Background: an optimization exercise with open tools, aiming at small area. Do not read the settings as production practice. Function was not checked in any run shown here: the RTL went through the layout flow alone. Power figures rest on the tool's default switching activity, not on a simulated workload.

File: flow/config.mk
export PLATFORM = sky130hd
export DESIGN_NAME = am_sdr_1bit_rx
export DESIGN_NICKNAME = am_sdr_1bit_rx
export VERILOG_FILES = /design/flow/design.v
export SDC_FILE = /design/flow/constraint.sdc
export NUM_CORES = 4
export LEC_CHECK = 0
export CAP_MARGIN = 20
export CORE_MARGIN = 2
export CORE_UTILIZATION = 40
export SLEW_MARGIN = 20
File: flow/constraint.sdc
create_clock -name core_clock -period 8.0 [get_ports {clk}]
set_input_delay 1.6000 -clock core_clock [delete_from_list [all_inputs] [get_ports {clk}]]
set_output_delay 1.6000 -clock core_clock [all_outputs]
set_load 0.01 [all_outputs]
File: flow/design.v
module am_sdr_1bit_rx #(
  parameter int PHASE_W   = 24,
  parameter int CIC_ORDER = 3,
  parameter int DEC_LOG2  = 8,
  parameter int OUT_W     = 8
) (
  input  logic               clk,
  input  logic               rst_n,
  input  logic               rf_in,
  input  logic [PHASE_W-1:0] tune_word,
  input  logic               tune_load,
  input  logic               pwm_en,
  output logic [OUT_W-1:0]   mag_out,
  output logic               mag_valid,
  output logic               pwm_out
);
  function automatic logic [26:0] rca(input logic [25:0] a, input logic [25:0] b,
                                      input logic ci);
    logic c;
    logic [26:0] r;
    c = ci;
    for (int i = 0; i < 26; i++) begin
      r[i] = a[i] ^ b[i] ^ c;
      c    = (a[i] & b[i]) | (c & (a[i] ^ b[i]));
    end
    r[26] = c;
    rca = r;
  endfunction
  logic [11:0] ph_lo, ph_hi;         
  logic        ph_c;
  logic [PHASE_W-1:0] tune_reg;
  logic [7:0]  j;                    
  logic [12:0] ph_lo_n;
  logic [1:0]  lo;                   
  logic        tick, ui, uq;
  assign ph_lo_n = 13'(rca(26'(ph_lo), 26'(tune_reg[11:0]), 1'b0));
  assign lo      = ph_hi[11:10] + 2'(ph_c & (&ph_hi[9:0]));
  assign tick    = (j == 8'd0);
  assign ui      = ~(rf_in ^ lo[1]);
  assign uq      = ~(rf_in ^ lo[1] ^ lo[0]);
  always_ff @(posedge clk or negedge rst_n) begin
    if (!rst_n) begin
      ph_lo    <= '0;
      ph_hi    <= '0;
      ph_c     <= 1'b0;
      tune_reg <= '0;
      j        <= 8'd1;
      pwm_out  <= 1'b0;
    end else begin
      ph_lo   <= ph_lo_n[11:0];
      ph_c    <= ph_lo_n[12];
      ph_hi   <= 12'(rca(26'(ph_hi), 26'(tune_reg[23:12]), ph_c));
      if (tune_load) tune_reg <= tune_word;
      j       <= j + 8'd1;
      pwm_out <= pwm_en & (j != 8'd0) & ~(mag_out < j);
    end
  end
  logic [15:0] wc;
  logic [14:0] wa;
  logic [15:0] wb;
  logic [7:0]  wa_hi;
  logic [15:0] wb_half;
  always_ff @(posedge clk or negedge rst_n) begin
    if (!rst_n)
      wc <= 16'd3;
    else if (j == 8'd255)
      wc <= 16'd1;
    else
      wc <= 16'(rca(26'(wc), 26'({1'b0, j} + 9'd2), 1'b0));
  end
  always_comb begin
    wa_hi   = 8'(rca(26'(wc[14:7]), 26'(8'd253 - {j[6:0], 1'b0}), 1'b0));
    wa      = {wa_hi, wc[6:0]};
    wb_half = 16'(rca(26'(16'd16576 + {1'b0, j, 7'd0}), 26'(~wc), 1'b1));
    wb      = {wb_half[14:0], 1'b0};
  end
  logic [14:0] a_lo_i, a_lo_q;  logic [9:0] a_hi_i, a_hi_q;  logic a_c_i, a_c_q;
  logic [15:0] b_lo_i, b_lo_q;  logic [7:0] b_hi_i, b_hi_q;  logic b_c_i, b_c_q;
  logic [15:0] c_lo_i, c_lo_q;  logic [5:0] c_hi_i, c_hi_q;  logic c_c_i, c_c_q;
  logic        lsb_a, lsb_b, lsb_c;
  logic [15:0] na_i, na_q;
  logic [16:0] nb_i, nb_q, nc_i, nc_q;
  always_comb begin
    na_i = 16'(rca(26'(tick ? b_lo_i[14:0] : a_lo_i), 26'(wa & {15{ui}}), 1'b0));
    na_q = 16'(rca(26'(tick ? b_lo_q[14:0] : a_lo_q), 26'(wa & {15{uq}}), 1'b0));
    nb_i = 17'(rca(26'(tick ? c_lo_i : b_lo_i), 26'(wb & {16{ui}}), 1'b0));
    nb_q = 17'(rca(26'(tick ? c_lo_q : b_lo_q), 26'(wb & {16{uq}}), 1'b0));
    nc_i = 17'(rca(26'(tick ? 16'd0 : c_lo_i), 26'(wc & {16{ui}}), 1'b0));
    nc_q = 17'(rca(26'(tick ? 16'd0 : c_lo_q), 26'(wc & {16{uq}}), 1'b0));
  end
  always_ff @(posedge clk or negedge rst_n) begin
    if (!rst_n) begin
      a_lo_i <= 15'h29c0; a_lo_q <= 15'h29c0; a_hi_i <= 10'h0d6; a_hi_q <= 10'h0d6;
      b_lo_i <= 16'hd63f; b_lo_q <= 16'hd63f; b_hi_i <= 8'h15;   b_hi_q <= 8'h15;
      c_lo_i <= '0;       c_lo_q <= '0;       c_hi_i <= '0;      c_hi_q <= '0;
      a_c_i <= 1'b0; a_c_q <= 1'b0; b_c_i <= 1'b0; b_c_q <= 1'b0; c_c_i <= 1'b0; c_c_q <= 1'b0;
      lsb_a  <= 1'b1; lsb_b <= 1'b0; lsb_c <= 1'b1;
    end else begin
      a_lo_i <= na_i[14:0];  a_c_i <= na_i[15];
      a_lo_q <= na_q[14:0];  a_c_q <= na_q[15];
      b_lo_i <= nb_i[15:0];  b_c_i <= nb_i[16];
      b_lo_q <= nb_q[15:0];  b_c_q <= nb_q[16];
      c_lo_i <= nc_i[15:0];  c_c_i <= nc_i[16];
      c_lo_q <= nc_q[15:0];  c_c_q <= nc_q[16];
      a_hi_i <= tick ? {8'(rca(26'(b_hi_i), 26'd0, b_c_i)), b_lo_i[15]} : 10'(rca(26'(a_hi_i), 26'd0, a_c_i));
      a_hi_q <= tick ? {8'(rca(26'(b_hi_q), 26'd0, b_c_q)), b_lo_q[15]} : 10'(rca(26'(a_hi_q), 26'd0, a_c_q));
      b_hi_i <= tick ? 8'(rca(26'(c_hi_i), 26'd0, c_c_i)) : 8'(rca(26'(b_hi_i), 26'd0, b_c_i));
      b_hi_q <= tick ? 8'(rca(26'(c_hi_q), 26'd0, c_c_q)) : 8'(rca(26'(b_hi_q), 26'd0, b_c_q));
      c_hi_i <= tick ? 6'd0 : 6'(rca(26'(c_hi_i), 26'd0, c_c_i));
      c_hi_q <= tick ? 6'd0 : 6'(rca(26'(c_hi_q), 26'd0, c_c_q));
      if (tick) begin
        lsb_a <= lsb_b;
        lsb_b <= lsb_c;
        lsb_c <= 1'b0;
      end
    end
  end
  logic [24:0] acc_ai, acc_aq;
  logic        neg_i, neg_q;
  logic [29:0] s_i, s_q;
  assign acc_ai = {a_hi_i, a_lo_i};
  assign acc_aq = {a_hi_q, a_lo_q};
  assign neg_i  = ~acc_ai[24] & ~acc_ai[23];
  assign neg_q  = ~acc_aq[24] & ~acc_aq[23];
  assign s_i    = {{5{neg_i}}, acc_ai[24] | ~acc_ai[23], acc_ai[22:0], lsb_a};
  assign s_q    = {{5{neg_q}}, acc_aq[24] | ~acc_aq[23], acc_aq[22:0], lsb_a};
  logic       d0;
  logic [9:0] t_i, t_q;
  assign d0 = (j[1:0] == 2'd2);
  always_comb begin
    case (j[1:0])
      2'd2:    begin t_i = s_i[9:0];   t_q = s_q[9:0];   end
      2'd3:    begin t_i = s_i[18:9];  t_q = s_q[18:9];  end
      default: begin t_i = s_i[27:18]; t_q = s_q[27:18]; end
    endcase
  end
  logic        cab_i, cab_q, c1, c2, cge, s1_17, s2_17;    
  logic [7:0]  mag_pend;
  logic [9:0]  a_i, a_q;
  logic [8:0]  nq;
  logic [9:0]  sum1, sum2, cmp;
  logic [10:0] inc_i, inc_q;
  always_comb begin
    inc_i = 11'(rca(26'(t_i ^ {10{neg_i}}), 26'd0, d0 ? neg_i : cab_i));
    inc_q = 11'(rca(26'(t_q ^ {10{neg_q}}), 26'd0, d0 ? neg_q : cab_q));
    inc_i[10] = inc_i[9] ^ t_i[9] ^ neg_i;
    inc_q[10] = inc_q[9] ^ t_q[9] ^ neg_q;
    a_i   = inc_i[9:0];
    a_q   = inc_q[9:0];
    sum1  = 10'(rca(26'(a_i[8:0]), 26'(a_q[9:1]), d0 ? 1'b0 : c1));    
    sum2  = 10'(rca(26'(a_q[8:0]), 26'(a_i[9:1]), d0 ? 1'b0 : c2));    
    nq    = ~a_q[8:0];
    cmp   = 10'(rca(26'(a_i[8:0]), 26'(nq), d0 ? 1'b1 : cge));       
  end
  always_ff @(posedge clk) begin
    cab_i <= inc_i[10];
    cab_q <= inc_q[10];
    c1    <= sum1[9];
    c2    <= sum2[9];
    cge   <= cmp[9];
    s1_17 <= sum1[8];
    s2_17 <= sum2[8];
    if (tick) mag_pend <= cmp[9] ? {sum1[6:0], s1_17} : {sum2[6:0], s2_17};
  end
  logic seen;                        
  always_ff @(posedge clk or negedge rst_n) begin
    if (!rst_n) begin
      seen      <= 1'b0;
      mag_out   <= '0;
      mag_valid <= 1'b0;
    end else begin
      if (tick) seen <= 1'b1;
      mag_valid <= seen & (j == 8'd4);
      if (seen & (j == 8'd4)) mag_out <= mag_pend;
    end
  end
endmodule
File: flow/run.sh
#!/bin/bash
# synth_recipe.tcl (not shown) runs the flow's synth.tcl, then flattens the netlist and writes it again
# the make line also repeats each setting of config.mk as NAME=value (left out here)
make -C /OpenROAD-flow-scripts/flow DESIGN_CONFIG=/design/flow/config.mk WORK_HOME=/design/flow/orfs CLKGATE_MAP_FILE= SYNTH_SCRIPT=/design/flow/synth_recipe.tcl finish
==> summary.txt, run 1 <==
Status: complete, no violations
Final WL: 30700 um
CTS tree: done
Initial core utilization: 40.4%
Slew @ Worst Pin: 1.04 ns
H-tree depth: 1
CP Data Arrival Time: 8.29 ns
Post-Syn Area: 14800 um^2
Clock latency (worst-skew pair): 0.56 ns
Clock slew at reported path FFs: 0.06 ns
YS warnings: 1
Min Tclk post-route: 7.78 ns
Number of CTS-inserted buffers: 30
M2 GR Usage: 28.4%
GRT overflow: 0
Layout cells sized above 1: 15.9%
Die area: 38500 um^2
Fmax: 0.129 GHz
Primary FF master, synth: dfrtp_1
GRT met3 Usage: 2.37%
Hold wc startpoint: b_lo_i[0]
All-Layer GR Usage: 17.2%
Most frequent cell after synthesis: nand2_1
Post-synth top cells: 197 x nand2_1, 182 x dfrtp_1, 149 x inv_1
Synth top area share: 30.8%
Clk buf depth: 3
Dpl cell area: 15800 um^2
HPWL Detailed: 23300 um
Final Max Slew Viols: 0
Max reg flops: 24
Tcrit/Tclk final: 97.2%
Hold Vio Cnt, Final: 0
GR peak layer: met2
Crit path capture type: register
CTS Sinks: 250
Post-CTS setup buffer count: 0
Rows: 70
DR DRC count: 0
Library cells used by synthesis: 48
Pre-Repair DR Iteration Count: 4
Hold Crit Class: register to register
Clk root buf: clkbuf_16
Critical path startpoint: rf_in
Kind of critical path: primary input to register
Core region area: 36500 um^2
#FFs+latches synth: 250
Via Count: 8589
PD cells: 340 nW/um^2
Met1 GRT Util: 24.0%
Mapped Cells: 1243
N_diodes: 0
R2r startpoint: j[3]
Clock Skew: 0.0163 ns
Global-route wire length before repair: 51500 um
Reg2reg path depth: 24
Final net count: 1570
Post-route cell area: 16800 um^2
Total Power: 5.72 mW
I/O pin total: 39
Max-capacitance violation count: 0
Final setup violation count: 0
Peak supply drop: 0.000215 V
Synth-to-layout area growth: 14.1%
Syn Area/Cell: 11.9 um^2
Ys async rst share: 94.0%
Antenna violations before repair: 0
EDFF count, synth: 8
Final ANT Viol Nets: 0
R2r setup slk: 0.54 ns
Hold Crit Depth: 2
RSZ-0062 raised after global routing: no
Number of global-route vias before repair: 9380
Largest net degree at the start of global routing: 148
DR WL/cell: 17.2 um
Port Buffers: 38
Vias per cell: 4.82
DRT iter0 DRCs: 522
Yosys top cell by area: dfrtp_1
Critical Path RT: 8.51 ns
Die width: 196 um
Sequential area share after synthesis: 42.8%
Synth area leaders: dfrtp_1 31%, fa_1 20%, dfstp_2 9.4%
Max Fanout on Critical Path: 2
Syn Nets: 1522
Die height: 196 um
Relative slew slack: 30.6%
Leakage power: 8.22 nW
Startpoint Class: primary input
Final GP Congestion: 0.870
## per-stage QoR
| stage | utilization, % | hold WS [ns] | setup slack, ns | TNS [ns] | cells |
|---|---|---|---|---|---|
| after CTS | 46.1 | 0.462 | 0.0954 | 0 | 1783 |
| after detailed placement | 43.2 | 0.452 | -0.725 | -2.87 | 1727 |
| after floorplan | - | 0.432 | -0.00729 | -0.00729 | 1243 |
| after global placement | 43.2 | 0.451 | -0.592 | -2.22 | 1727 |
| after global routing | 46.1 | 0.487 | 0.0153 | 0 | 1783 |
| final | 46.1 | 0.460 | 0.220 | 0 | 1783 |
## cell type report
class                   count  area, um^2
fillers                  3344       19700
multi-input cells         797        7720
flip-flops and latches    250        6330
clock buffers              46         912
well taps                 468         586
repair buffers             62         584
inverters                 150         563
clock inverters            10         156
## path summary, 6_finish.rpt
kind                               to
max                        c_lo_q[15]
min                         b_lo_i[0]
max reg2reg                c_lo_i[15]
min reg2reg                 b_lo_i[0]
max in group asynchronous      wc[11]
min in group asynchronous   c_hi_q[4]
## report_power, final
group | switching [mW] | total [mW] | internal (mW)
combinational | 1.18 | 2.16 | 0.980
clock | 0.543 | 1.45 | 0.909
sequential | 0.285 | 2.11 | 1.83
## layer usage
metal	wire (um)	up-vias
met5	0	-
met3	1060	44
met1	14100	4368
li1	-	4054
met4	815	0
met2	14700	123
## worst max-delay path, cell delays in order
cell and delay (ns):
dlygate4sd2_1 0.28, xnor2_4 0.25, xor2_2 0.23, xnor2_2 0.14
nor2_1 0.08, ha_1 0.21, fa_2 0.37, fa_1 0.39
inv_1 0.09, fa_1 0.17, inv_1 0.05, fa_2 0.36
fa_2 0.38, fa_1 0.42, fa_2 0.35, fa_2 0.34
fa_2 0.35, fa_2 0.35, fa_2 0.35, fa_1 0.36
inv_1 0.07, fa_1 0.15, inv_1 0.05, fa_1 0.36
inv_1 0.07, fa_1 0.40, inv_1 0.06
## cell usage in the layout (no fill, tap or decap), types with 35 or more instances in the layout
| master | n |
|---|---|
| dfrtp_1 | 182 |
| mux2_2 | 47 |
| xnor2_1 | 37 |
| and2_1 | 60 |
| clkdlybuf4s50_1 | 35 |
| inv_1 | 149 |
| fa_1 | 127 |
| mux2i_1 | 37 |
| nor2_1 | 39 |
| nand2_1 | 197 |
| ha_1 | 105 |
| dfstp_2 | 53 |
## repair_timing
item / in CTS / in global routing
hold buffers: 0 / 0
setup endpoints to repair: 2 / 2
pin swaps: 1 / 2
gates resized for setup: 1 / 5
hold endpoints to repair: 0 / 0
## logic make-up after synthesis
kind of cell               Yosys count  synth area share [%]
and+or+nand+nor                    337                  10.4
adders and majority gates          250                  28.5
DFF                                250                  42.8
buffers and inverters              196                  5.40
muxes                               88                  6.50
AOI/OAI and AO/OA                   77                  3.52
xor gates and xnor gates            45                  2.82
==> run 2, diff against run 1 <==
--- a/flow/design.v
+++ b/flow/design.v
@@ -74,15 +74,16 @@
     wb_half = 16'(rca(26'(16'd16576 + {1'b0, j, 7'd0}), 26'(~wc), 1'b1));
     wb      = {wb_half[14:0], 1'b0};
   end
-  logic [14:0] a_lo_i, a_lo_q;  logic [9:0] a_hi_i, a_hi_q;  logic a_c_i, a_c_q;
-  logic [15:0] b_lo_i, b_lo_q;  logic [7:0] b_hi_i, b_hi_q;  logic b_c_i, b_c_q;
-  logic [15:0] c_lo_i, c_lo_q;  logic [5:0] c_hi_i, c_hi_q;  logic c_c_i, c_c_q;
+  logic [15:0] a_lo_i, a_lo_q, b_lo_i, b_lo_q, c_lo_i, c_lo_q;
+  logic [8:0]  a_hi_i, a_hi_q;
+  logic [7:0]  b_hi_i, b_hi_q;
+  logic [5:0]  c_hi_i, c_hi_q;
+  logic        a_c_i, a_c_q, b_c_i, b_c_q, c_c_i, c_c_q;
   logic        lsb_a, lsb_b, lsb_c;
-  logic [15:0] na_i, na_q;
-  logic [16:0] nb_i, nb_q, nc_i, nc_q;
+  logic [16:0] na_i, na_q, nb_i, nb_q, nc_i, nc_q;
   always_comb begin
-    na_i = 16'(rca(26'(tick ? b_lo_i[14:0] : a_lo_i), 26'(wa & {15{ui}}), 1'b0));
-    na_q = 16'(rca(26'(tick ? b_lo_q[14:0] : a_lo_q), 26'(wa & {15{uq}}), 1'b0));
+    na_i = 17'(rca(26'(tick ? b_lo_i : a_lo_i), 26'(wa & {15{ui}}), 1'b0));
+    na_q = 17'(rca(26'(tick ? b_lo_q : a_lo_q), 26'(wa & {15{uq}}), 1'b0));
     nb_i = 17'(rca(26'(tick ? c_lo_i : b_lo_i), 26'(wb & {16{ui}}), 1'b0));
     nb_q = 17'(rca(26'(tick ? c_lo_q : b_lo_q), 26'(wb & {16{uq}}), 1'b0));
     nc_i = 17'(rca(26'(tick ? 16'd0 : c_lo_i), 26'(wc & {16{ui}}), 1'b0));
@@ -90,22 +91,22 @@
   end
   always_ff @(posedge clk or negedge rst_n) begin
     if (!rst_n) begin
-      a_lo_i <= 15'h29c0; a_lo_q <= 15'h29c0; a_hi_i <= 10'h0d6; a_hi_q <= 10'h0d6;
-      b_lo_i <= 16'hd63f; b_lo_q <= 16'hd63f; b_hi_i <= 8'h15;   b_hi_q <= 8'h15;
-      c_lo_i <= '0;       c_lo_q <= '0;       c_hi_i <= '0;      c_hi_q <= '0;
+      a_lo_i <= 16'h29c0; a_lo_q <= 16'h29c0; a_hi_i <= 9'h06b; a_hi_q <= 9'h06b;
+      b_lo_i <= 16'hd63f; b_lo_q <= 16'hd63f; b_hi_i <= 8'h15;  b_hi_q <= 8'h15;
+      c_lo_i <= '0;       c_lo_q <= '0;       c_hi_i <= '0;     c_hi_q <= '0;
       a_c_i <= 1'b0; a_c_q <= 1'b0; b_c_i <= 1'b0; b_c_q <= 1'b0; c_c_i <= 1'b0; c_c_q <= 1'b0;
       lsb_a  <= 1'b1; lsb_b <= 1'b0; lsb_c <= 1'b1;
     end else begin
-      a_lo_i <= na_i[14:0];  a_c_i <= na_i[15];
-      a_lo_q <= na_q[14:0];  a_c_q <= na_q[15];
+      a_lo_i <= na_i[15:0];  a_c_i <= na_i[16];
+      a_lo_q <= na_q[15:0];  a_c_q <= na_q[16];
       b_lo_i <= nb_i[15:0];  b_c_i <= nb_i[16];
       b_lo_q <= nb_q[15:0];  b_c_q <= nb_q[16];
       c_lo_i <= nc_i[15:0];  c_c_i <= nc_i[16];
       c_lo_q <= nc_q[15:0];  c_c_q <= nc_q[16];
-      a_hi_i <= tick ? {8'(rca(26'(b_hi_i), 26'd0, b_c_i)), b_lo_i[15]} : 10'(rca(26'(a_hi_i), 26'd0, a_c_i));
-      a_hi_q <= tick ? {8'(rca(26'(b_hi_q), 26'd0, b_c_q)), b_lo_q[15]} : 10'(rca(26'(a_hi_q), 26'd0, a_c_q));
-      b_hi_i <= tick ? 8'(rca(26'(c_hi_i), 26'd0, c_c_i)) : 8'(rca(26'(b_hi_i), 26'd0, b_c_i));
-      b_hi_q <= tick ? 8'(rca(26'(c_hi_q), 26'd0, c_c_q)) : 8'(rca(26'(b_hi_q), 26'd0, b_c_q));
+      a_hi_i <= 9'(rca(26'(tick ? {1'b0, b_hi_i} : a_hi_i), 26'd0, tick ? b_c_i : a_c_i));
+      a_hi_q <= 9'(rca(26'(tick ? {1'b0, b_hi_q} : a_hi_q), 26'd0, tick ? b_c_q : a_c_q));
+      b_hi_i <= 8'(rca(26'(tick ? {2'b0, c_hi_i} : b_hi_i), 26'd0, tick ? c_c_i : b_c_i));
+      b_hi_q <= 8'(rca(26'(tick ? {2'b0, c_hi_q} : b_hi_q), 26'd0, tick ? c_c_q : b_c_q));
       c_hi_i <= tick ? 6'd0 : 6'(rca(26'(c_hi_i), 26'd0, c_c_i));
       c_hi_q <= tick ? 6'd0 : 6'(rca(26'(c_hi_q), 26'd0, c_c_q));
       if (tick) begin
--- a/flow/config.mk
+++ b/flow/config.mk
@@ -8,4 +8,6 @@
 export CAP_MARGIN = 20
 export CORE_MARGIN = 2
 export CORE_UTILIZATION = 40
+export CTS_BUF_LIST = sky130_fd_sc_hd__clkbuf_2
+export CTS_CLUSTER_SIZE = 30
 export SLEW_MARGIN = 20
==> run 2 against run 1 <==
Effect of this change: wire length up 2.5%; critical endpoint is now c_lo_i[15]; global-route usage up 0.70 points; combinational power is essentially flat; count of clock-buffer cells in the layout grew 60; synthesized area shrank 0.37%; first-iteration DRC count up 1.3%; still clean; clock power down about 30%.
==> summary.txt, run 2 <==
Synth area leaders: dfrtp_1 31%, fa_1 20%, dfstp_2 9.5%
Max reg flops: 24 (unchanged)
GRT overflow: 0 (unchanged)
Synth top area share: 30.9% (+0.12 points)
Slowest stage delay, CP: 0.44 ns (+0.02 ns)
Post-CTS setup buffer count: 0 (unchanged)
Sequential area share after synthesis: 43.0% (+0.16 points)
Via Count: 9116 (+6.1%)
HPWL Detailed: 23300 um (+0.14%)
Kind of critical path: primary input to register
Die area: 38300 um^2 (-0.36%)
Status: complete, no violations
Final WL: 31500 um (+2.5%)
PD cells: 320 nW/um^2 (-5.7%)
Library cells used by synthesis: 44 (-8.3%)
Die height: 196 um (-0.18%)
Clock latency (worst-skew pair): 0.95 ns (+0.39 ns)
Final net count: 1650 (+5.1%)
Largest net degree at the start of global routing: 124 (-16%)
Critical Path RT: 8.85 ns (+0.34 ns)
Rows: 70 (unchanged)
Die width: 196 um (-0.18%)
Syn Area/Cell: 11.5 um^2 (-3.5%)
Global-route wire length before repair: 53200 um (+3.3%)
Number of global-route vias before repair: 9958 (+6.2%)
Primary FF master, synth: dfrtp_1
RSZ-0062 raised after global routing: no
Post-route cell area: 16500 um^2 (-2.0%)
Family with the most delay on the worst path: adder cells
DR DRC count: 0 (unchanged)
DRT iter0 DRCs: 529 (+1.3%)
Clk root buf: clkbuf_2
Peak supply drop: 0.000152 V (-29%)
Layout cells sized above 1: 18.1% (+2.2 points)
Startpoint Class: primary input
Leakage power: 8.10 nW (-1.6%)
Relative slew slack: 33.6% (+3.0 points)
Final setup violation count: 0 (unchanged)
Post-Syn Area: 14700 um^2 (-0.37%)
Synth-to-layout area growth: 12.2%
Vias per cell: 4.79 (-0.66%)
CP Data Arrival Time: 8.58 ns (+0.29 ns)
Clock slew at reported path FFs: 0.08 ns (+0.02 ns)
Port Buffers: 38 (unchanged)
Final setup margin: 0.270 ns (+0.0499 ns)
Worst path slowest cell: clkdlybuf4s50_1
Commonest non-fill, non-tap cell in the layout: nand2_1
Final GP Congestion: 0.835 (-4.1%)
Hold Vio Cnt, Final: 0 (unchanged)
DR WL/cell: 16.5 um (-4.1%)
Mapped Cells: 1283 (+3.2%)
Core region area: 36400 um^2 (-0.24%)
Initial core utilization: 40.4% (-0.054 points)
Antenna violations before repair: 3 (+3)
Tcrit/Tclk final: 96.6% (-0.62 points)
Final Max Slew Viols: 0 (unchanged)
Most frequent cell after synthesis: nand2_1
H-tree depth: 3 (+2)
Post-synth top cells: 254 x nand2_1, 182 x dfrtp_1, 145 x fa_1
Dpl cell area: 15800 um^2 (+0.13%)
I/O pin total: 39 (unchanged)
Max-capacitance violation count: 0 (unchanged)
EDFF count, synth: 8 (unchanged)
Yosys top cell by area: dfrtp_1
Most used cell, CP: fa_2
Hold Crit Class: register to register
#FFs+latches synth: 250 (unchanged)
Clock Skew: 0.0946 ns (+0.0783 ns)
Final ANT Viol Nets: 0 (unchanged)
Syn Nets: 1557 (+2.3%)
# hold bufs at CTS: 0 (unchanged)
Fmax: 0.129 GHz (+0.64%)
All-Layer GR Usage: 17.9% (+0.70 points)
Crit path capture type: register
Min Tclk post-route: 7.73 ns (-0.0499 ns)
Commonest cells after routing, fill and taps aside: 252 x nand2_1, 182 x dfrtp_1, 142 x inv_1
Number of CTS-inserted buffers: 73 (+140%)
Min Hold Slack: 0.460 ns (+0.000636 ns)
CP bufs+invs: 6 (-1)
Pre-Repair DR Iteration Count: 6 (+2)
Dpl ws: -0.713 ns (+0.0113 ns)
CTS tree: done
Fillers: 3503 (+4.8%)
Max Fanout on Critical Path: 4 (+2)
Slew @ Worst Pin: 0.996 ns (-0.0413 ns)
YS warnings: 1 (unchanged)
Clk buf depth: 3 (unchanged)
Ys async rst share: 94.0% (unchanged)
CTS Sinks: 250 (unchanged)
-- run 2: power by group --
part	switching (mW)	total [mW]	internal [mW]
registers	0.283	2.10	1.82
logic	1.19	2.16	0.968
clock network	0.572	1.02	0.452
-- run 2: cell families (layout without fill, tap and decap cells) --
group / count (synthesis) / after routing / share of synthesized area, %
mux: 72 / 72 / 5.21
buf+inv: 190 / 341 / 4.94
flops: 250 / 250 / 43.0
simple gates: 398 / 398 / 12.0
xor+xnor: 50 / 50 / 3.03
other cells: 0 / 3 / 0
fa+ha+maj: 245 / 245 / 28.2
compound gates: 78 / 78 / 3.65
-- run 2: routing by layer --
metal  wire, um  part of all wire [%]  track usage, %  up-vias
met3       1710                   5.4            4.13       70
met4        868                   2.8            6.31        0
met1      14100                    45            24.3     4538
met5          0                     0               0        -
met2      14800                    47            28.2      221
li1           -                     -               -     4287
-- run 2: final cells by class --
class	count	area, um^2	area share [%]
antenna	3	7.51	0.0455
clock buffer	106	531	3.21
clock inverter	27	180	1.09
inverter	143	538	3.26
multi-input combinational	843	7730	46.8
sequential	250	6330	38.3
tap	468	586	3.55
timing repair buffer	65	612	3.71
-- run 2: worst paths after layout --
path / startpoint / to / slack (ns) / depth (start not counted)
min in group asynchronous: rst_n / c_hi_i[2] / 0.78 / 1
min reg2reg: b_lo_i[0] / b_lo_i[0] / 0.46 / 2
min: b_lo_i[0] / b_lo_i[0] / 0.46 / 2
max: rf_in / c_lo_i[15] / 0.27 / 25
max in group asynchronous: rst_n / c_lo_i[4] / 5.87 / 2
max reg2reg: j[1] / c_lo_i[15] / 0.37 / 26
-- run 2: worst register-to-register path, delay by kind of cell, from the launching register on --
kind / cells / cell delay, ns
fa+ha+maj: 17 / 5.74
buf+inv: 6 / 0.67
simple gates: 3 / 0.66
flops: 1 / 0.50
-- run 2: stage by stage --
stage          power [mW]  cells  utilization (%)   TNS (ns)
5_1_grt              5.87   1905             45.3          0
4_1_cts              5.39   1902             45.3          0
2_1_floorplan        3.62   1283                -  -0.000337
3_3_place_gp         4.17   1769             43.3      -2.28
3_5_place_dp         4.31   1769             43.3      -2.85
6_report             5.29   1905             45.3          0
-- run 2: what timing repair did --
item / CTS / global route
endpoints found under the hold margin: 0 / 0
endpoints found under the setup margin: 0 / 1
resized for setup: 0 / 0
==> run 3, diff against run 2 <==
--- a/flow/config.mk
+++ b/flow/config.mk
@@ -7,7 +7,6 @@
 export LEC_CHECK = 0
 export CAP_MARGIN = 20
 export CORE_MARGIN = 2
-export CORE_UTILIZATION = 40
-export CTS_BUF_LIST = sky130_fd_sc_hd__clkbuf_2
-export CTS_CLUSTER_SIZE = 30
+export CORE_UTILIZATION = 60
+export CTS_BUF_LIST = sky130_fd_sc_hd__clkbuf_4
 export SLEW_MARGIN = 20
==> run 3 against run 2 <==
Effect of this change: clock skew is 0.059 ns lower; critical path type unchanged; wire length is 3.5% lower; die area decreased by 33%; sequential power about the same; first-iteration DRC count is 2.5% lower; non-clock buffer count grew 3; clock power is 26% higher; register-to-register slack better by 0.34 ns.
==> summary.txt, run 3 <==
Yosys top cell by area: dfrtp_1
Critical Path RT: 8.62 ns (-0.23 ns)
Core region area: 24200 um^2 (-34%)
Largest net degree at the start of global routing: 128 (+3.2%)
Synth-to-layout area growth: 13.0%
Multi-input logic area: 7740 um^2 (+0.16%)
Slowest stage delay, CP: 0.44 ns (about the same)
Number of CTS-inserted buffers: 71 (-2.7%)
Via Count: 9047 (-0.76%)
R2r startpoint: j[1]
Ys async rst share: 94.0% (unchanged)
Most used cell, CP: fa_1
Global-route wire length before repair: 51100 um (-3.8%)
Min Tclk post-route: 7.77 ns (+0.0437 ns)
PD cells: 332 nW/um^2 (+3.5%)
Final WL: 30400 um (-3.5%)
Die area: 25800 um^2 (-33%)
CTS Sinks: 250 (unchanged)
Die width: 161 um (-18%)
Post-synth top cells: 254 x nand2_1, 182 x dfrtp_1, 145 x fa_1
Library cells used by synthesis: 44 (unchanged)
Synth top area share: 30.9% (unchanged)
DR DRC count: 0 (unchanged)
R2r setup slk: 0.71 ns (+0.34 ns)
RSZ-0062 raised after global routing: no
Non-filler cells, final: 1758 (-7.7%)
Fmax: 0.129 GHz (-0.56%)
H-tree depth: 3 (unchanged)
Max reg flops: 24 (unchanged)
DRT iter0 DRCs: 516 (-2.5%)
Tcrit/Tclk final: 97.2% (+0.55 points)
Kind of critical path: primary input to register
Final ANT Viol Nets: 0 (unchanged)
HPWL Detailed: 22600 um (-3.0%)
Hold Vio Cnt, Final: 0 (unchanged)
Max-capacitance violation count: 0 (unchanged)
YS warnings: 1 (unchanged)
# hold bufs at CTS: 0 (unchanged)
Syn Nets: 1557 (unchanged)
Primary FF master, synth: dfrtp_1
Fillers: 1855 (-47%)
Slew @ Worst Pin: 0.911 ns (-0.0850 ns)
Final setup violation count: 0 (unchanged)
Leakage power: 8.15 nW (+0.65%)
Commonest cells after routing, fill and taps aside: 252 x nand2_1, 182 x dfrtp_1, 142 x inv_1
Layout cells sized above 1: 19.2% (+1.1 points)
Critical path startpoint: rf_in
Die height: 161 um (-18%)
Total Power: 5.52 mW (+4.3%)
Syn Area/Cell: 11.5 um^2 (unchanged)
Synth area leaders: dfrtp_1 31%, fa_1 20%, dfstp_2 9.5%
Final net count: 1651 (+0.061%)
Relative slew slack: 39.0% (+5.4 points)
GRT overflow: 0 (unchanged)
FF-to-FF End: c_lo_i[15]
Clock Skew: 0.0361 ns (-0.0585 ns)
Final Max Slew Viols: 0 (unchanged)
Port Buffers: 38 (unchanged)
DR WL/cell: 17.3 um (+4.6%)
Hold Crit Class: register to register
EDFF count, synth: 8 (unchanged)
Commonest non-fill, non-tap cell in the layout: nand2_1
Initial core utilization: 60.9% (+20 points)
Status: complete, no violations
I/O pin total: 39 (unchanged)
Clk root buf: clkbuf_4
Post-Syn Area: 14700 um^2 (unchanged)
Clock slew at reported path FFs: 0.06 ns (-0.02 ns)
Number of global-route vias before repair: 9843 (-1.2%)
Sequential area share after synthesis: 43.0% (unchanged)
#FFs+latches synth: 250 (unchanged)
Peak supply drop: 0.000168 V (+10%)
Final GP Congestion: 0.838 (+0.38%)
Clock latency (worst-skew pair): 0.67 ns (-0.28 ns)
Startpoint Class: primary input
Critical path capture point: c_lo_q[15]
Vias per cell: 5.15 (+7.5%)
Register area: 6330 um^2 (unchanged)
Antenna violations before repair: 2 (-1)
Rows: 57 (-19%)
CP Data Arrival Time: 8.39 ns (-0.19 ns)
Inst Count DP: 1626 (-8.1%)
Pre-Repair DR Iteration Count: 5 (-1)
Most frequent cell after synthesis: nand2_1
Clk buf depth: 3 (unchanged)
Worst path slowest cell: clkdlybuf4s50_1
Mapped Cells: 1283 (unchanged)
CTS tree: done
All-Layer GR Usage: 25.8% (+7.9 points)
Crit path capture type: register
Max Fanout on Critical Path: 4 (unchanged)
Reg2reg path depth: 26 (unchanged)
==> run 3: cell counts after synthesis <==
No cell type changed its count.
==> run 3: how the worst min path moves through the flow <==
stage                     startpoint        end  cells past startpoint
final                      b_lo_i[0]  b_lo_i[0]                      2
after floorplan            c_lo_i[0]  b_lo_i[0]                      2
after detailed placement   b_lo_q[0]  b_lo_q[0]                      2
after global placement     c_lo_i[0]  b_lo_i[0]                      2
after CTS                  c_lo_q[0]  b_lo_q[0]                      2
after global routing       c_lo_q[0]  b_lo_q[0]                      2
==> run 3: cell families after synthesis <==
| family | share of synthesized area, % |
|---|---|
| buffers and inverters | 4.94 |
| muxes | 5.21 |
| AOI/OAI and AO/OA | 3.65 |
| adders and majority gates | 28.2 |
| xor gates and xnor gates | 3.03 |
| and+or+nand+nor | 12.0 |
| DFF | 43.0 |
==> run 3: metal layers <==
layer	global-route usage, %	vias up	part of all wire [%]
li1	-	4281	-
met2	43.2	152	51
met1	34.6	4559	44
met5	0	-	0
met3	4.13	55	3.1
met4	8.89	0	2.6
==> run 3: metrics by stage <==
stage                      TNS [ns]  hold slack [ns]  area (um^2)  setup slack, ns  util (%)
after floorplan           -0.000337            0.432        14800        -0.000337         -
after global placement        -1.81            0.447        15600           -0.541      64.5
after detailed placement      -2.53            0.450        15600           -0.646      64.5
after CTS                         0            0.440        16600           0.0979      68.7
after global routing              0            0.461        16600          0.00625      68.8
final                             0            0.456        16600            0.226      68.8
==> run 3: layout make-up <==
cell class,count,share of cell area (%)
clock inverters,14,0.835
inverters,143,3.23
clock buffers,115,5.19
well taps,324,2.44
flip-flops and latches,250,38.0
repair buffers,68,3.72
diodes,1,0.0150
multi-input cells,843,46.5
==> run 3: power breakdown <==
group          switching [mW]  internal [mW]  leakage (nW)
sequential              0.272           1.82          2.90
combinational            1.18          0.958          4.67
clock                   0.541          0.746         0.586
total                    1.99           3.53          8.15
==> run 3: what timing repair did <==
| item | in CTS | in global routing |
|---|---|---|
| gates resized for setup | 0 | 5 |
| buffers inserted | 0 | 2 |
| setup endpoints to repair | 0 | 2 |
==> run 3: worst max-delay path: cells and delay by family <==
kind	cells	cell delay, ns
buf+inv	7	0.85
xor+xnor	3	0.67
fa+ha+maj	15	5.13
simple gates	2	0.16
==> run 4, diff against run 3 <==
--- a/flow/design.v
+++ b/flow/design.v
@@ -81,34 +81,41 @@
   logic        a_c_i, a_c_q, b_c_i, b_c_q, c_c_i, c_c_q;
   logic        lsb_a, lsb_b, lsb_c;
   logic [16:0] na_i, na_q, nb_i, nb_q, nc_i, nc_q;
+  logic first, c_clr;
+  assign c_clr = tick | first;
+  always_ff @(posedge clk or negedge rst_n) begin
+    if (!rst_n) first <= 1'b1;
+    else        first <= 1'b0;
+  end
+  always_ff @(posedge clk) begin
+    c_lo_i <= nc_i[15:0];  c_c_i <= nc_i[16];
+    c_lo_q <= nc_q[15:0];  c_c_q <= nc_q[16];
+    c_hi_i <= c_clr ? 6'd0 : 6'(rca(26'(c_hi_i), 26'd0, c_c_i));
+    c_hi_q <= c_clr ? 6'd0 : 6'(rca(26'(c_hi_q), 26'd0, c_c_q));
+  end
   always_comb begin
     na_i = 17'(rca(26'(tick ? b_lo_i : a_lo_i), 26'(wa & {15{ui}}), 1'b0));
     na_q = 17'(rca(26'(tick ? b_lo_q : a_lo_q), 26'(wa & {15{uq}}), 1'b0));
     nb_i = 17'(rca(26'(tick ? c_lo_i : b_lo_i), 26'(wb & {16{ui}}), 1'b0));
     nb_q = 17'(rca(26'(tick ? c_lo_q : b_lo_q), 26'(wb & {16{uq}}), 1'b0));
-    nc_i = 17'(rca(26'(tick ? 16'd0 : c_lo_i), 26'(wc & {16{ui}}), 1'b0));
-    nc_q = 17'(rca(26'(tick ? 16'd0 : c_lo_q), 26'(wc & {16{uq}}), 1'b0));
+    nc_i = 17'(rca(26'(c_clr ? 16'd0 : c_lo_i), 26'(wc & {16{ui}}), 1'b0));
+    nc_q = 17'(rca(26'(c_clr ? 16'd0 : c_lo_q), 26'(wc & {16{uq}}), 1'b0));
   end
   always_ff @(posedge clk or negedge rst_n) begin
     if (!rst_n) begin
       a_lo_i <= 16'h29c0; a_lo_q <= 16'h29c0; a_hi_i <= 9'h06b; a_hi_q <= 9'h06b;
       b_lo_i <= 16'hd63f; b_lo_q <= 16'hd63f; b_hi_i <= 8'h15;  b_hi_q <= 8'h15;
-      c_lo_i <= '0;       c_lo_q <= '0;       c_hi_i <= '0;     c_hi_q <= '0;
-      a_c_i <= 1'b0; a_c_q <= 1'b0; b_c_i <= 1'b0; b_c_q <= 1'b0; c_c_i <= 1'b0; c_c_q <= 1'b0;
+      a_c_i <= 1'b0; a_c_q <= 1'b0; b_c_i <= 1'b0; b_c_q <= 1'b0;
       lsb_a  <= 1'b1; lsb_b <= 1'b0; lsb_c <= 1'b1;
     end else begin
       a_lo_i <= na_i[15:0];  a_c_i <= na_i[16];
       a_lo_q <= na_q[15:0];  a_c_q <= na_q[16];
       b_lo_i <= nb_i[15:0];  b_c_i <= nb_i[16];
       b_lo_q <= nb_q[15:0];  b_c_q <= nb_q[16];
-      c_lo_i <= nc_i[15:0];  c_c_i <= nc_i[16];
-      c_lo_q <= nc_q[15:0];  c_c_q <= nc_q[16];
       a_hi_i <= 9'(rca(26'(tick ? {1'b0, b_hi_i} : a_hi_i), 26'd0, tick ? b_c_i : a_c_i));
       a_hi_q <= 9'(rca(26'(tick ? {1'b0, b_hi_q} : a_hi_q), 26'd0, tick ? b_c_q : a_c_q));
       b_hi_i <= 8'(rca(26'(tick ? {2'b0, c_hi_i} : b_hi_i), 26'd0, tick ? c_c_i : b_c_i));
       b_hi_q <= 8'(rca(26'(tick ? {2'b0, c_hi_q} : b_hi_q), 26'd0, tick ? c_c_q : b_c_q));
-      c_hi_i <= tick ? 6'd0 : 6'(rca(26'(c_hi_i), 26'd0, c_c_i));
-      c_hi_q <= tick ? 6'd0 : 6'(rca(26'(c_hi_q), 26'd0, c_c_q));
       if (tick) begin
         lsb_a <= lsb_b;
         lsb_b <= lsb_c;
@@ -164,13 +171,12 @@
     if (tick) mag_pend <= cmp[9] ? {sum1[6:0], s1_17} : {sum2[6:0], s2_17};
   end
   logic seen;                        
+  assign seen = ~lsb_c;              
   always_ff @(posedge clk or negedge rst_n) begin
     if (!rst_n) begin
-      seen      <= 1'b0;
       mag_out   <= '0;
       mag_valid <= 1'b0;
     end else begin
-      if (tick) seen <= 1'b1;
       mag_valid <= seen & (j == 8'd4);
       if (seen & (j == 8'd4)) mag_out <= mag_pend;
     end
--- a/flow/config.mk
+++ b/flow/config.mk
@@ -7,6 +7,8 @@
 export LEC_CHECK = 0
 export CAP_MARGIN = 20
 export CORE_MARGIN = 2
-export CORE_UTILIZATION = 60
-export CTS_BUF_LIST = sky130_fd_sc_hd__clkbuf_4
+export CORE_UTILIZATION = 40
+export CTS_BUF_LIST = sky130_fd_sc_hd__clkbuf_16
+export CTS_CLUSTER_DIAMETER = 60
+export CTS_CLUSTER_SIZE = 30
 export SLEW_MARGIN = 20
==> run 4 against run 3 <==
Effect of this change: total power shrank 5.5%; global-route usage fell by 8.7 points; final cell count increased by 1.0%.
==> summary.txt, run 4 <==
Vias per cell: 4.86 (-5.6%)
Switching share of power: 37.5% (+1.5 points)
Via Count: 8627 (-4.6%)
Fillers: 3289 (+77%)
Tcrit/Tclk final: 96.5% (-0.63 points)
CP Data Arrival Time: 8.22 ns (-0.17 ns)
Register share of total power: 39.7% (+1.7 points)
Final GP Congestion: 0.880 (+5.1%)
Final Max Slew Viols: 0 (unchanged)
GRT overflow: 0 (unchanged)
Max Fanout on Critical Path: 3 (-1)
PD cells: 318 nW/um^2 (-4.2%)
Leakage power: 7.78 nW (-4.6%)
Logic pwr share: 36.3% (-2.4 points)
Clk buf depth: 3 (unchanged)
Most used cell, CP: fa_2
Internal power: 3.26 mW (-7.6%)
Yosys top cell by area: dfrtp_1
Die height: 194 um (+21%)
Antenna violations before repair: 0 (-2)
Multi-input logic area: 7740 um^2 (about the same)
Kind of critical path: primary input to register
YS warnings: 1 (unchanged)
Slowest stage delay, CP: 0.40 ns (-0.04 ns)
Clock slew at reported path FFs: 0.08 ns (+0.02 ns)
Hold wc startpoint: c_lo_i[0]
Clock latency (worst-skew pair): 0.55 ns (-0.12 ns)
Synth area leaders: dfrtp_1 23%, fa_1 20%, dfstp_2 9.8%
R2r startpoint: j[4]
Ys async rst share: 75.6% (-18 points)
Library cells used by synthesis: 46 (+4.5%)
Dpl cell area: 15500 um^2 (-0.53%)
Worst Hold Path EP: b_lo_i[0]
Fmax: 0.129 GHz (+0.65%)
Pre-Repair DR Iteration Count: 21 (+16)
Non-filler cells, final: 1776 (+1.0%)
I/O pin total: 39 (unchanged)
Synth-to-layout area growth: 13.2%
Met1 GRT Util: 23.0% (-12 points)
Number of CTS-inserted buffers: 25 (-65%)
Total Power: 5.21 mW (-5.5%)
Synth top area share: 23.3% (-7.6 points)
Die area: 37800 um^2 (+46%)
Relative slew slack: 30.2% (-8.9 points)
Crit path capture type: register
Clk root buf: clkbuf_16
CTS tree: done
DR WL/cell: 17.1 um (-0.96%)
Net switching power: 1.96 mW (-1.6%)
Post-route cell area: 16400 um^2 (-1.4%)
Hold Crit Class: register to register
EDFF count, synth: 8 (unchanged)
Max-capacitance violation count: 0 (unchanged)
Startpoint Class: primary input
#FFs+latches synth: 250 (unchanged)
Post-CTS setup buffer count: 0 (unchanged)
Final setup violation count: 0 (unchanged)
Worst path slowest cell: fa_1
Syn Area/Cell: 11.6 um^2 (+1.0%)
Register area: 6100 um^2 (-3.6%)
Mapped Cells: 1251 (-2.5%)
DRT iter0 DRCs: 384 (-26%)
Layout cells sized above 1: 15.7% (-3.4 points)
Slew @ Worst Pin: 1.04 ns (+0.132 ns)
Commonest non-fill, non-tap cell in the layout: nand2_1
Min Tclk post-route: 7.72 ns (-0.0505 ns)
Hold Vio Cnt, Final: 0 (unchanged)
GR peak layer: met2
Final WL: 30400 um (about the same)
M2 GR Usage: 28.5% (-15 points)
Port Buffers: 38 (unchanged)
Global-route wire length before repair: 51000 um (-0.34%)
Reg2reg path depth: 25 (-3.8%)
CTS Sinks: 250 (unchanged)
Status: complete, no violations
Largest net degree at the start of global routing: 94 (-27%)
Syn Nets: 1525 (-2.1%)
Part of the power in the clock network: 24.0% (+0.7 points)
Critical Path RT: 8.49 ns (-0.13 ns)
Final ANT Viol Nets: 0 (unchanged)
CP bufs+invs: 5 (-2)
Post-synth top cells: 211 x nand2_1, 145 x fa_1, 143 x inv_1
Family with the most delay on the worst path: adder cells
Clock Skew: 0.0234 ns (-0.0127 ns)
Cell chain of the critical path: dlygate4sd2_1, xnor2_4, xnor2_4, nor2_1, ha_1, fa_2, fa_2, fa_2, fa_2, fa_2, fa_2, fa_2, fa_2, fa_2, fa_1, fa_1, fa_1, inv_1, fa_1, inv_1, fa_1, inv_1, fa_1, inv_1
Rows: 69 (+21%)
GRT met3 Usage: 2.57% (-1.6 points)
Initial core utilization: 40.7% (-20 points)
R2r setup slk: 0.36 ns (-0.35 ns)
Number of global-route vias before repair: 9534 (-3.1%)
Max reg flops: 24 (unchanged)
N_diodes: 0 (-1)
Peak supply drop: 0.000189 V (+13%)
All-Layer GR Usage: 17.1% (-8.7 points)
Sequential area share after synthesis: 42.1% (-0.93 points)
FF-to-FF End: c_lo_i[15]
Primary FF master, synth: dfrtp_1
Final net count: 1570 (-4.9%)
Hold Crit Depth: 2 (unchanged)
Commonest cells after routing, fill and taps aside: 210 x nand2_1, 143 x inv_1, 135 x dfrtp_1
H-tree depth: 1 (-2)
Most frequent cell after synthesis: nand2_1
HPWL Detailed: 23100 um (+2.1%)
DR DRC count: 0 (unchanged)
Inst Count DP: 1730 (+6.4%)
Core region area: 35700 um^2 (+47%)
Cell count along the critical path: 24 (-11%)
Post-Syn Area: 14500 um^2 (-1.5%)
Die width: 194 um (+21%)
[run 4: cell types whose count changed in the layout (fill, tap and decap cells not counted), sizes merged, moves of 12 or more]
cell and change:
and2 -12, clkbuf -89, dfrtp -47, dfxtp +46
inv +17, mux2 +15, nand2 -43, nor2b +13
[run 4: cells by family after synthesis]
logic type                 Yosys count  share of synthesized area (%)
other                                1                         0.0259
muxes                               87                           6.46
buffers and inverters              189                           5.05
xor gates and xnor gates            50                           3.23
AOI/OAI and AO/OA                   73                           3.53
DFF                                250                           42.1
and+or+nand+nor                    356                           11.0
adders and majority gates          245                           28.7
[run 4: area by class of cell]
type / instances / share of cell area, %
Clock buffer: 25 / 3.81
Clock inverter: 21 / 1.50
Inverter: 144 / 3.30
Multi-Input combinational cell: 812 / 47.2
Sequential cell: 250 / 37.2
Tap cell: 461 / 3.52
Timing Repair Buffer: 63 / 3.52
[run 4: how the worst max path moves through the flow]
stage,start,to,slack (ns)
finish,rf_in,c_lo_i[15],0.28
global route,rf_in,c_lo_q[15],-0.03
CTS,rf_in,c_lo_q[15],0.17
detailed placement,rf_in,c_lo_q[15],-0.66
global placement,rf_in,c_lo_q[15],-0.56
floorplan,rf_in,c_lo_i[15],0.03
[run 4: routing by layer]
metal	vias up	share of wire [%]
met5	-	0
met4	0	3.0
met3	51	3.0
met2	123	48
met1	4391	46
li1	4062	-
[run 4: repair_timing]
item | in CTS | in global routing
pin swaps | 1 | 3
hold buffers | 0 | 0
resized for setup | 1 | 5
hold endpoints to repair | 0 | 0
setup endpoints to repair | 1 | 1
[run 4: power by group through the flow]
stage | clock (mW) | combinational [mW] | sequential [mW]
floorplan | 0 | 1.45 | 1.95
global placement | 0 | 1.83 | 2.09
detailed placement | 0 | 1.94 | 2.09
CTS | 1.29 | 1.95 | 2.07
global route | 1.33 | 2.27 | 2.11
finish | 1.25 | 1.89 | 2.07
[run 4: worst reg2reg max path, delay by kind of cell (launching register included)]
kind                       cells  cell delay [ns]
DFF                            1             0.47
and+or+nand+nor                4             1.18
buffers and inverters          5             0.43
adders and majority gates     16             5.49
[run 4: through the flow]
| stage | hold WS (ns) | utilization (%) | setup slack (ns) | TNS, ns |
|---|---|---|---|---|
| floorplan | 0.374 | - | 0.0289 | 0 |
| CTS | 0.406 | 46.0 | 0.175 | 0 |
| global route | 0.414 | 46.0 | -0.0300 | -0.0300 |
| detailed placement | 0.393 | 43.5 | -0.664 | -3.24 |
| finish | 0.402 | 46.0 | 0.277 | 0 |
| global placement | 0.394 | 43.5 | -0.565 | -2.24 |
==> run 5, diff against run 4 <==
--- a/flow/config.mk
+++ b/flow/config.mk
@@ -8,7 +8,7 @@
 export CAP_MARGIN = 20
 export CORE_MARGIN = 2
 export CORE_UTILIZATION = 40
-export CTS_BUF_LIST = sky130_fd_sc_hd__clkbuf_16
-export CTS_CLUSTER_DIAMETER = 60
-export CTS_CLUSTER_SIZE = 30
+export CTS_BUF_LIST = sky130_fd_sc_hd__clkbuf_8
+export CTS_CLUSTER_DIAMETER = 40
+export CTS_CLUSTER_SIZE = 15
 export SLEW_MARGIN = 20
==> run 5 against run 4 <==
Effect of this change: die area stayed put; flip-flop and latch count is the same; synthesized area is the same; register-to-register slack better by 0.11 ns; sequential share of layout area fell by 0.12 points; critical path type unchanged; critical endpoint unchanged; highest routed layer unchanged.
==> summary.txt, run 5 <==
Final setup margin: 0.302 ns (+0.0251 ns)
Startpoint Class: primary input
DR WL/cell: 16.9 um (-1.1%)
Leakage power: 7.81 nW (+0.41%)
Final net count: 1585 (+0.96%)
I/O pin total: 39 (unchanged)
Number of CTS-inserted buffers: 40 (+60%)
Most frequent cell after synthesis: nand2_1
Kind of critical path: primary input to register
Status: complete, no violations
Sequential area share after synthesis: 42.1% (unchanged)
HPWL Detailed: 23100 um (unchanged)
PD cells: 318 nW/um^2 (about the same)
Commonest cells after routing, fill and taps aside: 210 x nand2_1, 147 x inv_1, 135 x dfrtp_1
#FFs+latches synth: 250 (unchanged)
Critical Path RT: 8.52 ns (+0.03 ns)
Util after Layout: 46.2% (+0.15 points)
Ys async rst share: 75.6% (unchanged)
Clk buf depth: 3 (unchanged)
Commonest non-fill, non-tap cell in the layout: nand2_1
Port Buffers: 38 (unchanged)
Global-route wire length before repair: 51300 um (+0.59%)
Final ANT Viol Nets: 0 (unchanged)
DRT iter0 DRCs: 335 (-13%)
Yosys top cell by area: dfrtp_1
Post-Syn Area: 14500 um^2 (unchanged)
Final WL: 30500 um (+0.49%)
Largest net degree at the start of global routing: 94 (unchanged)
Tcrit/Tclk final: 96.2% (-0.31 points)
Mapped Cells: 1251 (unchanged)
Synth top area share: 23.3% (unchanged)
Hold Vio Cnt, Final: 0 (unchanged)
Hold Crit Class: register to register
Relative slew slack: 29.2% (-0.97 points)
Core region area: 35700 um^2 (unchanged)
GRT overflow: 0 (unchanged)
Dpl ws: -0.664 ns (unchanged)
Inst Count DP: 1730 (unchanged)
CTS Sinks: 250 (unchanged)
Clock slew at reported path FFs: 0.08 ns (about the same)
Peak supply drop: 0.000146 V (-23%)
Via Count: 8730 (+1.2%)
Post-synth top cells: 211 x nand2_1, 145 x fa_1, 143 x inv_1
Clock latency (worst-skew pair): 0.57 ns (+0.02 ns)
YS warnings: 1 (unchanged)
Syn Area/Cell: 11.6 um^2 (unchanged)
Pre-Repair DR Iteration Count: 22 (+4.8%)
Fmax: 0.130 GHz (+0.33%)
Final Max Slew Viols: 0 (unchanged)
CP Data Arrival Time: 8.22 ns (about the same)
N_diodes: 0 (unchanged)
# hold bufs at CTS: 0 (unchanged)
Synth area leaders: dfrtp_1 23%, fa_1 20%, dfstp_2 9.8%
Die area: 37800 um^2 (unchanged)
Layout cells sized above 1: 17.3% (+1.5 points)
H-tree depth: 2 (+1)
RSZ-0062 raised after global routing: no
Rows: 69 (unchanged)
DR DRC count: 0 (unchanged)
Die height: 194 um (unchanged)
Final GP Congestion: 0.880 (unchanged)
Library cells used by synthesis: 46 (unchanged)
Clock Skew: 0.0235 ns (+0.000130 ns)
Die width: 194 um (unchanged)
All-Layer GR Usage: 17.2% (+0.18 points)
Max reg flops: 24 (unchanged)
Non-filler cells, final: 1804 (+1.6%)
Vias per cell: 4.84 (-0.38%)
Crit path capture type: register
Initial core utilization: 40.7% (unchanged)
Final setup violation count: 0 (unchanged)
Synth-to-layout area growth: 13.5%
Syn Nets: 1525 (unchanged)
EDFF count, synth: 8 (unchanged)
CTS tree: done
Slew @ Worst Pin: 1.06 ns (+0.0144 ns)
Primary FF master, synth: dfrtp_1
Number of global-route vias before repair: 9670 (+1.4%)
Clk root buf: clkbuf_8
Max Fanout on Critical Path: 3 (unchanged)
Antenna violations before repair: 0 (unchanged)
Min Tclk post-route: 7.70 ns (-0.0251 ns)
Max-capacitance violation count: 0 (unchanged)
## run 5: path summary, 6_finish.rpt
| path | cells past startpoint | slack, ns | to | startpoint |
|---|---|---|---|---|
| worst max-delay path | 24 | 0.30 | c_lo_i[15] | rf_in |
| worst min-delay path | 2 | 0.40 | b_lo_i[0] | c_lo_i[0] |
| worst max register to register | 25 | 0.47 | c_lo_i[15] | j[4] |
| worst min register to register | 2 | 0.40 | b_lo_i[0] | c_lo_i[0] |
| max in group asynchronous | 2 | 5.68 | a_lo_i[2] | rst_n |
| min in group asynchronous | 1 | 1.00 | b_hi_q[7] | rst_n |
## run 5: final cells by class
type,count,area [um^2]
clock buffers,43,592
inverters,144,542
fillers,3314,19200
well taps,461,577
multi-input cells,812,7740
flip-flops and latches,250,6100
clock inverters,31,333
repair buffers,63,578
## run 5: cell families after synthesis
| group | count (synthesis) | synth area share, % |
|---|---|---|
| xor gates and xnor gates | 50 | 3.23 |
| buffers and inverters | 189 | 5.05 |
| DFF | 250 | 42.1 |
| muxes | 87 | 6.46 |
| adders and majority gates | 245 | 28.7 |
| AOI/OAI and AO/OA | 73 | 3.53 |
| and+or+nand+nor | 356 | 11.0 |
| other | 1 | 0.0259 |
## run 5: report_power, final
part | total [mW] | switching (mW) | internal [mW]
sequential | 2.07 | 0.293 | 1.78
combinational | 1.89 | 1.04 | 0.851
clock | 1.27 | 0.603 | 0.663
total | 5.23 | 1.94 | 3.29
## run 5: routing by layer
layer	up-vias	wire length, um	GRT usage [%]
met4	0	1050	6.50
met3	70	1300	3.26
met2	143	14300	28.0
li1	4092	-	-
met1	4425	13900	23.1
met5	-	0	0
## run 5: critical path, stage by stage
cell           delay (ns)
dlygate4sd2_1        0.29
xnor2_4              0.30
xnor2_4              0.18
nor2_1               0.09
ha_1                 0.21
fa_2                 0.37
fa_2                 0.37
fa_2                 0.37
fa_2                 0.37
fa_2                 0.37
fa_2                 0.36
fa_2                 0.34
fa_2                 0.34
fa_2                 0.34
fa_1                 0.38
fa_1                 0.38
fa_1                 0.36
inv_1                0.07
fa_1                 0.15
inv_1                0.05
fa_1                 0.36
inv_1                0.07
fa_1                 0.40
inv_1                0.06
## run 5: metrics by stage
stage	total power [mW]	area (um^2)	TNS (ns)	hold slack, ns
finish	5.23	16500	0	0.400
global route	5.74	16500	0	0.413
CTS	5.32	16400	0	0.405
detailed placement	4.03	15500	-3.24	0.393
global placement	3.92	15500	-2.24	0.394
floorplan	3.40	14600	0	0.374
## run 5: timing repair
item / in CTS / in global routing
setup endpoints to repair: 1 / 1
setup buffers: 0 / 0
pin swaps: 1 / 3
gates resized for setup: 1 / 5
==> run 6, diff against run 5 <==
--- a/flow/config.mk
+++ b/flow/config.mk
@@ -7,8 +7,8 @@
 export LEC_CHECK = 0
 export CAP_MARGIN = 20
 export CORE_MARGIN = 2
-export CORE_UTILIZATION = 40
+export CORE_UTILIZATION = 70
 export CTS_BUF_LIST = sky130_fd_sc_hd__clkbuf_8
-export CTS_CLUSTER_DIAMETER = 40
-export CTS_CLUSTER_SIZE = 15
+export CTS_CLUSTER_DIAMETER = 50
+export CTS_CLUSTER_SIZE = 30
 export SLEW_MARGIN = 20
==> run 6 against run 5 <==
Effect of this change: still clean; synthesized area unchanged; global-route usage increased by 12 points; clock power decreased by 24%; critical path type unchanged; critical endpoint unchanged; largest cell class unchanged; highest routed layer unchanged.
==> summary.txt, run 6 <==
Most used cell, CP: fa_2
Max-capacitance violation count: 0 (unchanged)
Part of the power in the clock network: 19.6% (-4.6 points)
Reg2reg path depth: 25 (unchanged)
Die area: 21900 um^2 (-42%)
Total Power: 4.93 mW (-5.8%)
Syn Area/Cell: 11.6 um^2 (unchanged)
Max Fanout on Critical Path: 4 (+1)
Number of CTS-inserted buffers: 28 (-30%)
Hold Crit Class: register to register
Post-CTS setup buffer count: 0 (unchanged)
Port Buffers: 38 (unchanged)
Final ANT Viol Nets: 0 (unchanged)
Initial core utilization: 71.4% (+31 points)
Synth top area share: 23.3% (unchanged)
Leakage power: 7.68 nW (-1.6%)
Die height: 148 um (-24%)
Critical path startpoint: rf_in
Worst path slowest cell: fa_1
CTS Sinks: 250 (unchanged)
Layout cells sized above 1: 15.8% (-1.5 points)
Global-route wire length before repair: 49200 um (-4.0%)
R2r startpoint: j[5]
EDFF count, synth: 8 (unchanged)
Syn Nets: 1525 (unchanged)
Largest net degree at the start of global routing: 112 (+19%)
Logic pwr share: 38.8% (+2.6 points)
Via Count: 8701 (-0.33%)
Commonest cells after routing, fill and taps aside: 210 x nand2_1, 145 x inv_1, 135 x dfrtp_1
Rows: 52 (-25%)
Critical path capture point: c_lo_i[15]
Post-route cell area: 15900 um^2 (-3.2%)
Final WL: 29000 um (-5.2%)
Non-filler cells, final: 1590 (-12%)
PD cells: 309 nW/um^2 (-2.7%)
Most frequent cell after synthesis: nand2_1
Min Tclk post-route: 7.69 ns (-0.00816 ns)
Clk root buf: clkbuf_8
CTS tree: done
# hold bufs at CTS: 0 (unchanged)
Post-Syn Area: 14500 um^2 (unchanged)
YS warnings: 1 (unchanged)
Pre-Repair DR Iteration Count: 4 (-82%)
Dpl cell area: 15300 um^2 (-1.6%)
Final GP Congestion: 0.916 (+4.1%)
Clock slew at reported path FFs: 0.10 ns (+0.02 ns)
Status: complete, no violations
Internal power: 3.07 mW (-6.9%)
Synth Area in Compound Gates: 3.53% (unchanged)
H-tree depth: 1 (-1)
GRT overflow: 0 (unchanged)
Kind of critical path: primary input to register
Peak supply drop: 0.000204 V (+40%)
Final net count: 1572 (-0.82%)
Tcrit/Tclk final: 96.1% (-0.10 points)
Clock Skew: 0.0601 ns (+0.0366 ns)
RSZ-0062 raised after global routing: no
Slowest stage delay, CP: 0.41 ns (about the same)
Clock latency (worst-skew pair): 0.61 ns (+0.04 ns)
Net switching power: 1.86 mW (-3.9%)
Vias per cell: 5.47 (+13%)
R2r setup slk: 0.53 ns (+0.06 ns)
CP Data Arrival Time: 8.24 ns (+0.02 ns)
Post-synth top cells: 211 x nand2_1, 145 x fa_1, 143 x inv_1
Critical Path RT: 8.55 ns (+0.03 ns)
All-Layer GR Usage: 29.3% (+12 points)
Ys async rst share: 75.6% (unchanged)
Slew @ Worst Pin: 0.902 ns (-0.155 ns)
Largest family of logic cells by synthesized area: adder cells
Sequential area share after synthesis: 42.1% (unchanged)
Simple-gate portion of the synthesized area: 11.0% (unchanged)
Synth-to-layout area growth: 9.92%
Max reg flops: 24 (unchanged)
FF-to-FF End: c_lo_i[15]
Clk buf depth: 3 (unchanged)
Switching share of power: 37.8% (+0.74 points)
Hold Vio Cnt, Final: 0 (unchanged)
Fmax: 0.130 GHz (+0.11%)
Register share of total power: 41.6% (+2.0 points)
Commonest non-fill, non-tap cell in the layout: nand2_1
Mapped Cells: 1251 (unchanged)
XOR/XNOR Fraction of Synth Area: 3.23% (unchanged)
Relative slew slack: 39.8% (+11 points)
Mux cell area share after synthesis: 6.46% (unchanged)
Die width: 148 um (-24%)
Library cells used by synthesis: 46 (unchanged)
N_diodes: 0 (unchanged)
Antenna violations before repair: 0 (unchanged)
HPWL Detailed: 22100 um (-4.6%)
Startpoint Class: primary input
Yosys top cell by area: dfrtp_1
Inst Count DP: 1538 (-11%)
I/O pin total: 39 (unchanged)
Core region area: 20300 um^2 (-43%)
#FFs+latches synth: 250 (unchanged)
Primary FF master, synth: dfrtp_1
Adder-Cell Fraction of Synth Area: 28.7% (unchanged)
Synth area leaders: dfrtp_1 23%, fa_1 20%, dfstp_2 9.8%
Number of global-route vias before repair: 9566 (-1.1%)
DR WL/cell: 18.2 um (+7.6%)
Final Max Slew Viols: 0 (unchanged)
Util after Layout: 78.5% (+32 points)
Crit path capture type: register
DR DRC count: 0 (unchanged)
DRT iter0 DRCs: 445 (+33%)
Final setup violation count: 0 (unchanged)
run 6: cell counts after synthesis:
Identical to the previous run, type by type.
run 6: timing repair:
item                                    in CTS  in global routing
resized for setup                            1                  2
endpoints found under the setup margin       2                  4
pin swaps                                    0                  1
gates cloned                                 0                  0
run 6: cells by family (layout without fill, tap and decap cells):
logic type,Yosys count,in the layout
xor+xnor,50,50
compound gates,73,73
other cells,1,1
mux,87,87
fa+ha+maj,245,245
simple gates,356,356
flops,250,250
buf+inv,189,258
run 6: metal layers:
metal	global-route usage, %	up-vias	routed length, um
met5	0	-	0
met4	9.95	0	889
met3	4.72	63	1170
met2	50.4	212	14800
met1	38.4	4368	12100
li1	-	4058	-
run 6: worst min path at each step:
stage	startpoint	endpoint	depth (start not counted)
after floorplan	c_lo_i[0]	b_lo_i[0]	2
after global placement	c_lo_q[0]	b_lo_q[0]	2
after detailed placement	c_lo_q[0]	b_lo_q[0]	2
after CTS	c_lo_q[0]	b_lo_q[0]	2
after global routing	c_lo_q[0]	b_lo_q[0]	2
final	c_lo_i[0]	b_lo_i[0]	2
run 6: metrics by stage:
step	hold slack, ns	setup TNS, ns	setup WS [ns]
finish	0.418	0	0.310
global route	0.440	0	0.0109
CTS	0.418	0	0.00202
detailed placement	0.396	-3.40	-0.719
global placement	0.391	-2.19	-0.562
floorplan	0.374	0	0.0289
run 6: final cells by class:
cell class | instances | area (um^2)
fillers | 1345 | 4360
flip-flops and latches | 250 | 6100
multi-input cells | 812 | 7730
inverters | 144 | 542
clock buffers | 31 | 427
clock inverters | 21 | 221
well taps | 270 | 338
repair buffers | 62 | 578
run 6: critical path, delay by kind of cell:
kind / cells / cell delay [ns]
fa+ha+maj: 16 / 5.53
buf+inv: 6 / 0.59
xor+xnor: 2 / 0.48
simple gates: 1 / 0.05
run 6: power by group through the flow:
stage	sequential (mW)	combinational, mW	clock, mW
after floorplan	1.95	1.45	0
after global placement	2.06	1.80	0
after detailed placement	2.07	1.94	0
after CTS	2.05	1.95	0.981
after global routing	2.10	2.26	1.04
final	2.05	1.91	0.964

static timing again, ports no longer ideal:
In the flow no input, the clock included, has a driving cell. The finished layouts below were timed again as built, in two steps.
Step 1 sets driving cells, clkbuf_16 on the clock port and buf_2 on the other inputs (assumed; they add their load-dependent delay and slew).
Step 2 times the ports against the registers' clock, not the clock port: input delays grow and output delays shrink by t, the midpoint of the rising clock arrivals with the driver on.
a / b / c = ideal / step 1 / step 2; a / b = the first two.
run | shift t [ns] | setup slack, ns | worst setup path after step 2
run 1 | 0.603 | 0.220 / 0.251 / -0.353 | input to register
run 2 | 0.947 | 0.270 / 0.275 / -0.672 | input to register
run 3 | 0.701 | 0.226 / 0.249 / -0.452 | input to register
run 4 | 0.591 | 0.277 / 0.303 / -0.289 | input to register
run 5 | 0.607 | 0.302 / 0.322 / -0.285 | input to register
run 6 | 0.626 | 0.310 / 0.340 / -0.286 | input to register
Met with ideal ports but missed after step 2: setup timing in every run listed. The setup slack of run 2, which loses most, moves by +0.005 ns with the drivers and by -0.942 ns with both steps.
